Context: an optimization exercise on an open-source flow, tuned for small area. The choices shown serve that exercise and are no tape-out recipe. The RTL was checked by simulation tests, not by an equivalence proof against the original design. Power figures rest on the tool's default switching activity, not on a simulated workload.

==> flow/design.v <==
package dec_pkg;
    localparam logic [5:0] OP_LUI  = 6'b111001;
    localparam logic [5:0] OP_ANDI = 6'b110010;
    localparam logic [5:0] OP_ORI  = 6'b110011;
    localparam logic [5:0] OP_B    = 6'b111111;
    localparam logic [5:0] OP_BEQ  = 6'b000000;
    localparam logic [5:0] OP_BNE  = 6'b000001;
    typedef enum logic [1:0] {
        IMM_SEXT     = 2'd0,
        IMM_ZEXT     = 2'd1,
        IMM_HI16     = 2'd2,
        IMM_SEXT_SH2 = 2'd3
    } imm_mode_e;
    function automatic imm_mode_e imm_mode_of(input logic [5:0] op);
        imm_mode_e mode;
        case (op)
            OP_LUI:                mode = IMM_HI16;
            OP_ANDI, OP_ORI:       mode = IMM_ZEXT;
            OP_B, OP_BEQ, OP_BNE:  mode = IMM_SEXT_SH2;
            default:               mode = IMM_SEXT;
        endcase
        imm_mode_of = mode;
    endfunction
endpackage
module regfile_bypass #(
    parameter int DATA_W  = 32,
    parameter int NREGS   = 32,
    parameter bit R0_ZERO = 1'b1,
    localparam int AW     = (NREGS > 1) ? $clog2(NREGS) : 1
) (
    input  logic              clk_i,
    input  logic              rst_ni,
    input  logic              wr_en_i,
    input  logic [AW-1:0]     wr_addr_i,
    input  logic [DATA_W-1:0] wr_data_i,
    input  logic [AW-1:0]     rd_addr_a_i,
    input  logic [AW-1:0]     rd_addr_b_i,
    output logic [DATA_W-1:0] rd_data_a_o,
    output logic [DATA_W-1:0] rd_data_b_o
);
    logic [DATA_W-1:0] mem_q [NREGS];
    logic              wr_ok;
    logic              zero_a, zero_b;
    assign wr_ok  = wr_en_i & ~(R0_ZERO && (wr_addr_i == '0));
    assign zero_a = R0_ZERO && (rd_addr_a_i == '0);
    assign zero_b = R0_ZERO && (rd_addr_b_i == '0);
    always_ff @(posedge clk_i or negedge rst_ni) begin
        if (!rst_ni) begin
            for (int i = 0; i < NREGS; i++) mem_q[i] <= '0;
        end else if (wr_ok) begin
            mem_q[wr_addr_i] <= wr_data_i;
        end
    end
    assign rd_data_a_o = zero_a ? '0 :
                         (wr_ok && (wr_addr_i == rd_addr_a_i)) ? wr_data_i : mem_q[rd_addr_a_i];
    assign rd_data_b_o = zero_b ? '0 :
                         (wr_ok && (wr_addr_i == rd_addr_b_i)) ? wr_data_i : mem_q[rd_addr_b_i];
endmodule
module dec_stage_pipe #(
    parameter int DATA_W  = 32,
    parameter int NREGS   = 32,
    parameter bit R0_ZERO = 1'b1,
    localparam int AW     = (NREGS > 1) ? $clog2(NREGS) : 1
) (
    input  logic                   clk_i,
    input  logic                   rst_ni,
    input  logic [31:0]            instr,
    input  logic                   in_valid,
    output logic                   in_ready,
    input  logic                   rf_b_sel,
    input  logic                   rf_wr_en,
    input  logic [AW-1:0]          rf_wr_addr,
    input  logic                   rf_wr_data_sel,
    input  logic [DATA_W-1:0]      alu_out,
    input  logic [DATA_W-1:0]      mem_out,
    output logic                   out_valid,
    input  logic                   out_ready,
    output logic [DATA_W-1:0]      rf_a,
    output logic [DATA_W-1:0]      rf_b,
    output logic [DATA_W-1:0]      immed,
    output logic [AW-1:0]          rd_q,
    output logic [5:0]             opcode_q
);
    logic [4:0]        rs_f, rd_f, rt_f;
    logic [AW-1:0]     addr_a, addr_b, rd_addr;
    logic [DATA_W-1:0] wr_data, rd_a, rd_b;
    logic signed [15:0] imm_s;
    logic [DATA_W-1:0] imm_sext, imm_zext, imm_ext;
    logic              valid_q, valid_d;
    logic [DATA_W-1:0] a_q, a_d, b_q, b_d, imm_q, imm_d;
    logic [AW-1:0]     rd_q_r, rd_d, src_a_q, src_a_d, src_b_q, src_b_d;
    logic [5:0]        op_q, op_d;
    logic              ready, load, hold, refresh_a, refresh_b;
    assign rs_f    = instr[25:21];
    assign rd_f    = instr[20:16];
    assign rt_f    = instr[15:11];
    assign addr_a  = rs_f[AW-1:0];
    assign rd_addr = rd_f[AW-1:0];
    assign addr_b  = rf_b_sel ? rd_addr : rt_f[AW-1:0];
    assign wr_data = rf_wr_data_sel ? mem_out : alu_out;
    regfile_bypass #(
        .DATA_W  (DATA_W),
        .NREGS   (NREGS),
        .R0_ZERO (R0_ZERO)
    ) u_rf (
        .clk_i       (clk_i),
        .rst_ni      (rst_ni),
        .wr_en_i     (rf_wr_en),
        .wr_addr_i   (rf_wr_addr),
        .wr_data_i   (wr_data),
        .rd_addr_a_i (addr_a),
        .rd_addr_b_i (addr_b),
        .rd_data_a_o (rd_a),
        .rd_data_b_o (rd_b)
    );
    assign imm_s    = signed'(instr[15:0]);
    assign imm_sext = DATA_W'(imm_s);
    assign imm_zext = DATA_W'(instr[15:0]);
    always_comb begin
        imm_ext = imm_sext;
        case (instr[31:26])
            dec_pkg::OP_LUI:                          imm_ext = imm_zext << 16;
            dec_pkg::OP_ANDI, dec_pkg::OP_ORI:        imm_ext = imm_zext;
            dec_pkg::OP_B, dec_pkg::OP_BEQ, dec_pkg::OP_BNE: imm_ext = imm_sext << 2;
            default:                                  imm_ext = imm_sext;
        endcase
    end
    assign ready = ~valid_q | out_ready;
    assign load  = in_valid & ready;
    assign hold  = valid_q & ~out_ready;
    assign refresh_a = hold & rf_wr_en & (rf_wr_addr == src_a_q)
                       & ~(R0_ZERO && (src_a_q == '0));
    assign refresh_b = hold & rf_wr_en & (rf_wr_addr == src_b_q)
                       & ~(R0_ZERO && (src_b_q == '0));
    always_comb begin
        valid_d = valid_q;
        a_d     = a_q;
        b_d     = b_q;
        imm_d   = imm_q;
        rd_d    = rd_q_r;
        op_d    = op_q;
        src_a_d = src_a_q;
        src_b_d = src_b_q;
        if (load) begin
            valid_d = 1'b1;
            a_d     = rd_a;
            b_d     = rd_b;
            imm_d   = imm_ext;
            rd_d    = rd_addr;
            op_d    = instr[31:26];
            src_a_d = addr_a;
            src_b_d = addr_b;
        end else begin
            if (refresh_a) a_d = wr_data;
            if (refresh_b) b_d = wr_data;
            if (out_ready) valid_d = 1'b0;
        end
    end
    always_ff @(posedge clk_i or negedge rst_ni) begin
        if (!rst_ni) begin
            valid_q <= 1'b0;
            a_q     <= '0;
            b_q     <= '0;
            imm_q   <= '0;
            rd_q_r    <= '0;
            op_q    <= '0;
            src_a_q <= '0;
            src_b_q <= '0;
        end else begin
            valid_q <= valid_d;
            a_q     <= a_d;
            b_q     <= b_d;
            imm_q   <= imm_d;
            rd_q_r    <= rd_d;
            op_q    <= op_d;
            src_a_q <= src_a_d;
            src_b_q <= src_b_d;
        end
    end
    assign in_ready  = ready;
    assign out_valid = valid_q;
    assign rf_a      = a_q;
    assign rf_b      = b_q;
    assign immed     = imm_q;
    assign rd_q      = rd_q_r;
    assign opcode_q  = op_q;
endmodule
==> flow/run.sh <==
#!/bin/bash
# synth_recipe.tcl (not shown) runs the flow's synth.tcl, then flattens the netlist and writes it again
# the make line also repeats each setting of config.mk as NAME=value (left out here)
make -C /OpenROAD-flow-scripts/flow DESIGN_CONFIG=/design/flow/config.mk WORK_HOME=/design/flow/orfs CLKGATE_MAP_FILE= SYNTH_SCRIPT=/design/flow/synth_recipe.tcl finish
==> flow/config.mk <==
export PLATFORM = sky130hd
export DESIGN_NAME = dec_stage_pipe
export DESIGN_NICKNAME = dec_stage_pipe
export VERILOG_FILES = /design/flow/design.v
export SDC_FILE = /design/flow/constraint.sdc
export NUM_CORES = 4
export LEC_CHECK = 0
export CAP_MARGIN = 20
export CORE_MARGIN = 2
export CORE_UTILIZATION = 40
export SLEW_MARGIN = 20
==> flow/constraint.sdc <==
create_clock -name core_clock -period 5.0 [get_ports {clk_i}]
set_input_delay 1.0000 -clock core_clock [delete_from_list [all_inputs] [get_ports {clk_i}]]
set_output_delay 1.0000 -clock core_clock [all_outputs]
set_load 0.01 [all_outputs]
==> run summary <==
metrics by stage:
stage                     worst slack (ps)  TNS, ps  hold slack, ps
after floorplan                       1960        0             462
after global placement                -145     -269             454
after detailed placement               147        0             462
after CTS                              952        0             342
after global routing                   542        0             361
final                                  661        0             313
area by class of cell:
type	count	area [um^2]
well taps	1768	2210
inverters	1	3.75
diodes	24	60.1
repair buffers	592	6050
clock buffers	166	3440
clock inverters	53	771
flip-flops and latches	1110	27800
multi-input cells	4194	24800
fillers	12590	68700
worst max path at each step:
stage	startpoint	slack, ps	to	depth (start not counted)
after floorplan	rf_b_sel	1960	b_q[28]	10
final	instr[12]	660	b_q[8]	10
after global routing	instr[12]	540	b_q[19]	9
after CTS	instr[12]	950	b_q[19]	9
after detailed placement	instr[12]	150	b_q[23]	9
after global placement	instr[11]	-150	b_q[21]	9
critical path, cell delays in order:
cell,delay [ps]
clkdlybuf4s50_1,910
or3b_1,470
a2bb2oi_4,290
buf_4,260
buf_4,170
a22o_1,240
a221oi_1,290
nand3_1,110
a2111oi_0,1030
o211ai_1,140
layout by cell type, fill, tap and decap left out, types with 24 or more instances in the layout:
| cell type | n |
|---|---|
| dfrtp_1 | 1110 |
| nor2_1 | 669 |
| mux2_2 | 35 |
| a221oi_1 | 46 |
| a21oi_1 | 710 |
| nand4_1 | 105 |
| nand3_1 | 71 |
| a222oi_1 | 52 |
| mux2i_1 | 30 |
| diode_2 | 24 |
| and3_1 | 26 |
| buf_4 | 291 |
| clkbuf_16 | 122 |
| buf_12 | 81 |
| clkdlybuf4s50_1 | 208 |
| o21ai_0 | 500 |
| nor2_4 | 36 |
| nor3b_1 | 24 |
| nand2_1 | 647 |
| a22o_1 | 77 |
| nor3_1 | 37 |
| clkbuf_8 | 24 |
| a22oi_1 | 675 |
power by group through the flow:
stage               Combinational, mW  Sequential (mW)  Clock (mW)
floorplan                        2.61             12.3           0
global placement                 4.53             13.3           0
detailed placement               4.66             13.3           0
CTS                              4.68             13.2        9.69
global route                     5.28             13.4        10.0
finish                           4.91             13.4        9.69
registers in the layout, indices dropped and copies added, names as in the netlist:
signal,count
src_a_q,5
valid_q,1
a_q,32
imm_q,32
u_rf.mem_q,992
op_q,6
rd_q_r,5
b_q,32
src_b_q,5
logic make-up (layout without fill, tap and decap cells):
group,Yosys count,in the layout
AOI/OAI and AO/OA,2286,2286
and+or+nand+nor,1790,1790
DFF,1110,1110
buffers and inverters,581,812
muxes,100,100
xor gates and xnor gates,18,18
other,0,24
layer usage:
layer  GRT usage  vias up  routed length (um)
met5     0.00734        -                 313
met4       0.273       24               25700
met3       0.242     1619               58400
met2       0.594     5851              121000
met1       0.587    27490              117000
li1            -    21921                   -
==> results.py <==
metrics = {
    "run_status": {
        "status": "finished clean",
    },
    "die": {
        "die_h_um": 372,
        "num_rows": 134,
        "die_x_um": 372,
        "core_um2": 134000,
        "start_util": 0.404,
        "pin_count": 217,
        "dieArea_um2": 138000,
    },
    "clock_network": {
        "root_buffer": "clkbuf_16",
        "cts.sinks": 1110,
        "cts-hold-fix-buffers": 0,
        "clock_latency_ps": 780,
        "cts_setup_buffers": 0,
        "cts_max_level": 3,
        "cts_resized": 0,
        "cts_tree": "done",
        "clk_path_buf_depth": 3,
        "clkTransAtPathRegs_ps": 60,
        "cts-buffers-inserted": 118,
    },
    "placement": {
        "place.gp.congestion": 1.06,
        "placed_area_um2": 60700,
        "dp_cells": 7661,
        "numPortBuffers": 216,
        "hpwlAfterDp_mm": 202,
    },
    "sta": {
        "finalCritPeriodShare": 0.868,
        "worst_slew_pin_slew_ps": 1260,
        "finalSetupViolations": 0,
        "finalClockSkew_ps": 37.4,
        "fmax_ghz": 0.230,
        "rsz0062_at_grt": "false",
        "drv_slew": 0,
        "fin_crit_ps": 4340,
        "relSlewSlack": 0.159,
        "hold_viol_final": 0,
    },
    "pwr": {
        "seqPwrFrac": 0.478,
        "intPower_mw": 18.6,
        "ir_drop_v": 0.000268,
        "p_sw_mw": 9.39,
        "power.total_mw": 28.0,
        "power.density_nw_per_um2": 430,
        "p_sw_frac": 0.336,
        "clockPowerShare": 0.346,
        "p_leak_nw": 27.1,
        "power_frac_comb": 0.176,
    },
    "yosys": {
        "synth_top_family_by_area": "compound AO/OA/AOI/OAI gates",
        "synthMuxAreaShare": 0.0200,
        "yosysTopAreaCell": "dfrtp_1",
        "async_reset_ff_frac": 1.00,
        "synth.most_common_cell": "dfrtp_1",
        "syn_area_per_cell_um2": 9.19,
        "synth_cells": 5885,
        "synth-seq-area-share": 0.513,
        "synth_warnings": 3,
        "synth-seq-cells": 1110,
        "synthXorXnorAreaFrac": 0.00291,
        "synth_top_area_share": 0.513,
        "synth_cell_type_count": 89,
        "synth_adder_area_share": 0,
        "yosys-top-cells-area": "dfrtp_1, a22oi_1, a21oi_1",
        "synthesis.nets": 5993,
        "synthTopCellsByCount": "dfrtp_1, a21oi_1, nor2_1",
        "synth_compound_area_frac": 0.271,
        "netlist_area_um2": 54100,
        "synth_simple_gate_area_frac": 0.147,
        "synth-edff-count": 0,
        "synth_ff_type": "dfrtp_1",
    },
    "route": {
        "vias": 56905,
        "wl_per_cell_um": 40.7,
        "drt_pass1_iterations": 11,
        "drt_iter0_markers": 13350,
        "antenna_left": 0,
        "vias_per_cell": 7.20,
        "drc_errors": 0,
        "wl_mm": 322,
    },
    "worst_setup_path": {
        "r2r-end": "a_q[22]",
        "worst_setup_path_start_kind": "input pin",
        "worstSetupPathType": "input pin to flip-flop",
        "r2r_cells": 8,
        "cp.required_ps": 5600,
        "cp-end-kind": "flip-flop",
        "r2r_slack_ps": 2300,
        "cp.arrival_ps": 4940,
        "rr_startpoint": "valid_q",
        "crit_path_max_fanout": 13,
    },
    "layout": {
        "fin_cells": 7908,
        "layout.nets": 6125,
        "drive_gt1_frac": 0.130,
        "syn_to_final_growth_pct": 20.3,
        "fin_util": 0.486,
        "design_area_um2": 65100,
    },
    "grt": {
        "grt_overflow": 0,
        "grt_pass1_wl_mm": 435,
        "antenna_found_initial": 25,
        "grt_start_max_net_pins": 119,
        "grt_pass1_vias": 51881,
        "track_usage": 0.456,
    },
    "min_path": {
        "hold_path.class": "input pin to async pin",
    },
    "run": {
        "maxCapViolCount": 0,
    },
}

-- what the ideal ports hide --
How much do the figures lean on ideal ports? The routed layout below was timed once more, with nothing changed but the port constraints. Step 1 (the two cells are an assumption about what drives the block):
set clk [get_ports {clk_i}]
set_driving_cell -lib_cell sky130_fd_sc_hd__clkbuf_16 $clk
set_driving_cell -lib_cell sky130_fd_sc_hd__buf_2 [delete_from_list [all_inputs] $clk]
Step 2 moves the port delays by t, midway between the first and last clock arrival at a register: inputs arrive t later, outputs are due t later. That takes back most of the time a late clock gives input paths. Slacks: ideal ports / drivers / drivers and shift; pairs: ideal ports / drivers.
t (ns): 0.846
slack for setup (ns): 0.661 / 0.719 / -0.127
hold WS [ns]: 0.313 / 0.277 / 0.476
latest minus earliest clock arrival (ns): 0.042 / 0.042
worst register clock-pin slew, ns: 0.07 / 0.07
Met with ideal ports but missed after step 2: setup timing in this run. For this run, drivers alone change the setup slack by +0.058 ns; drivers and shift together by -0.788 ns.
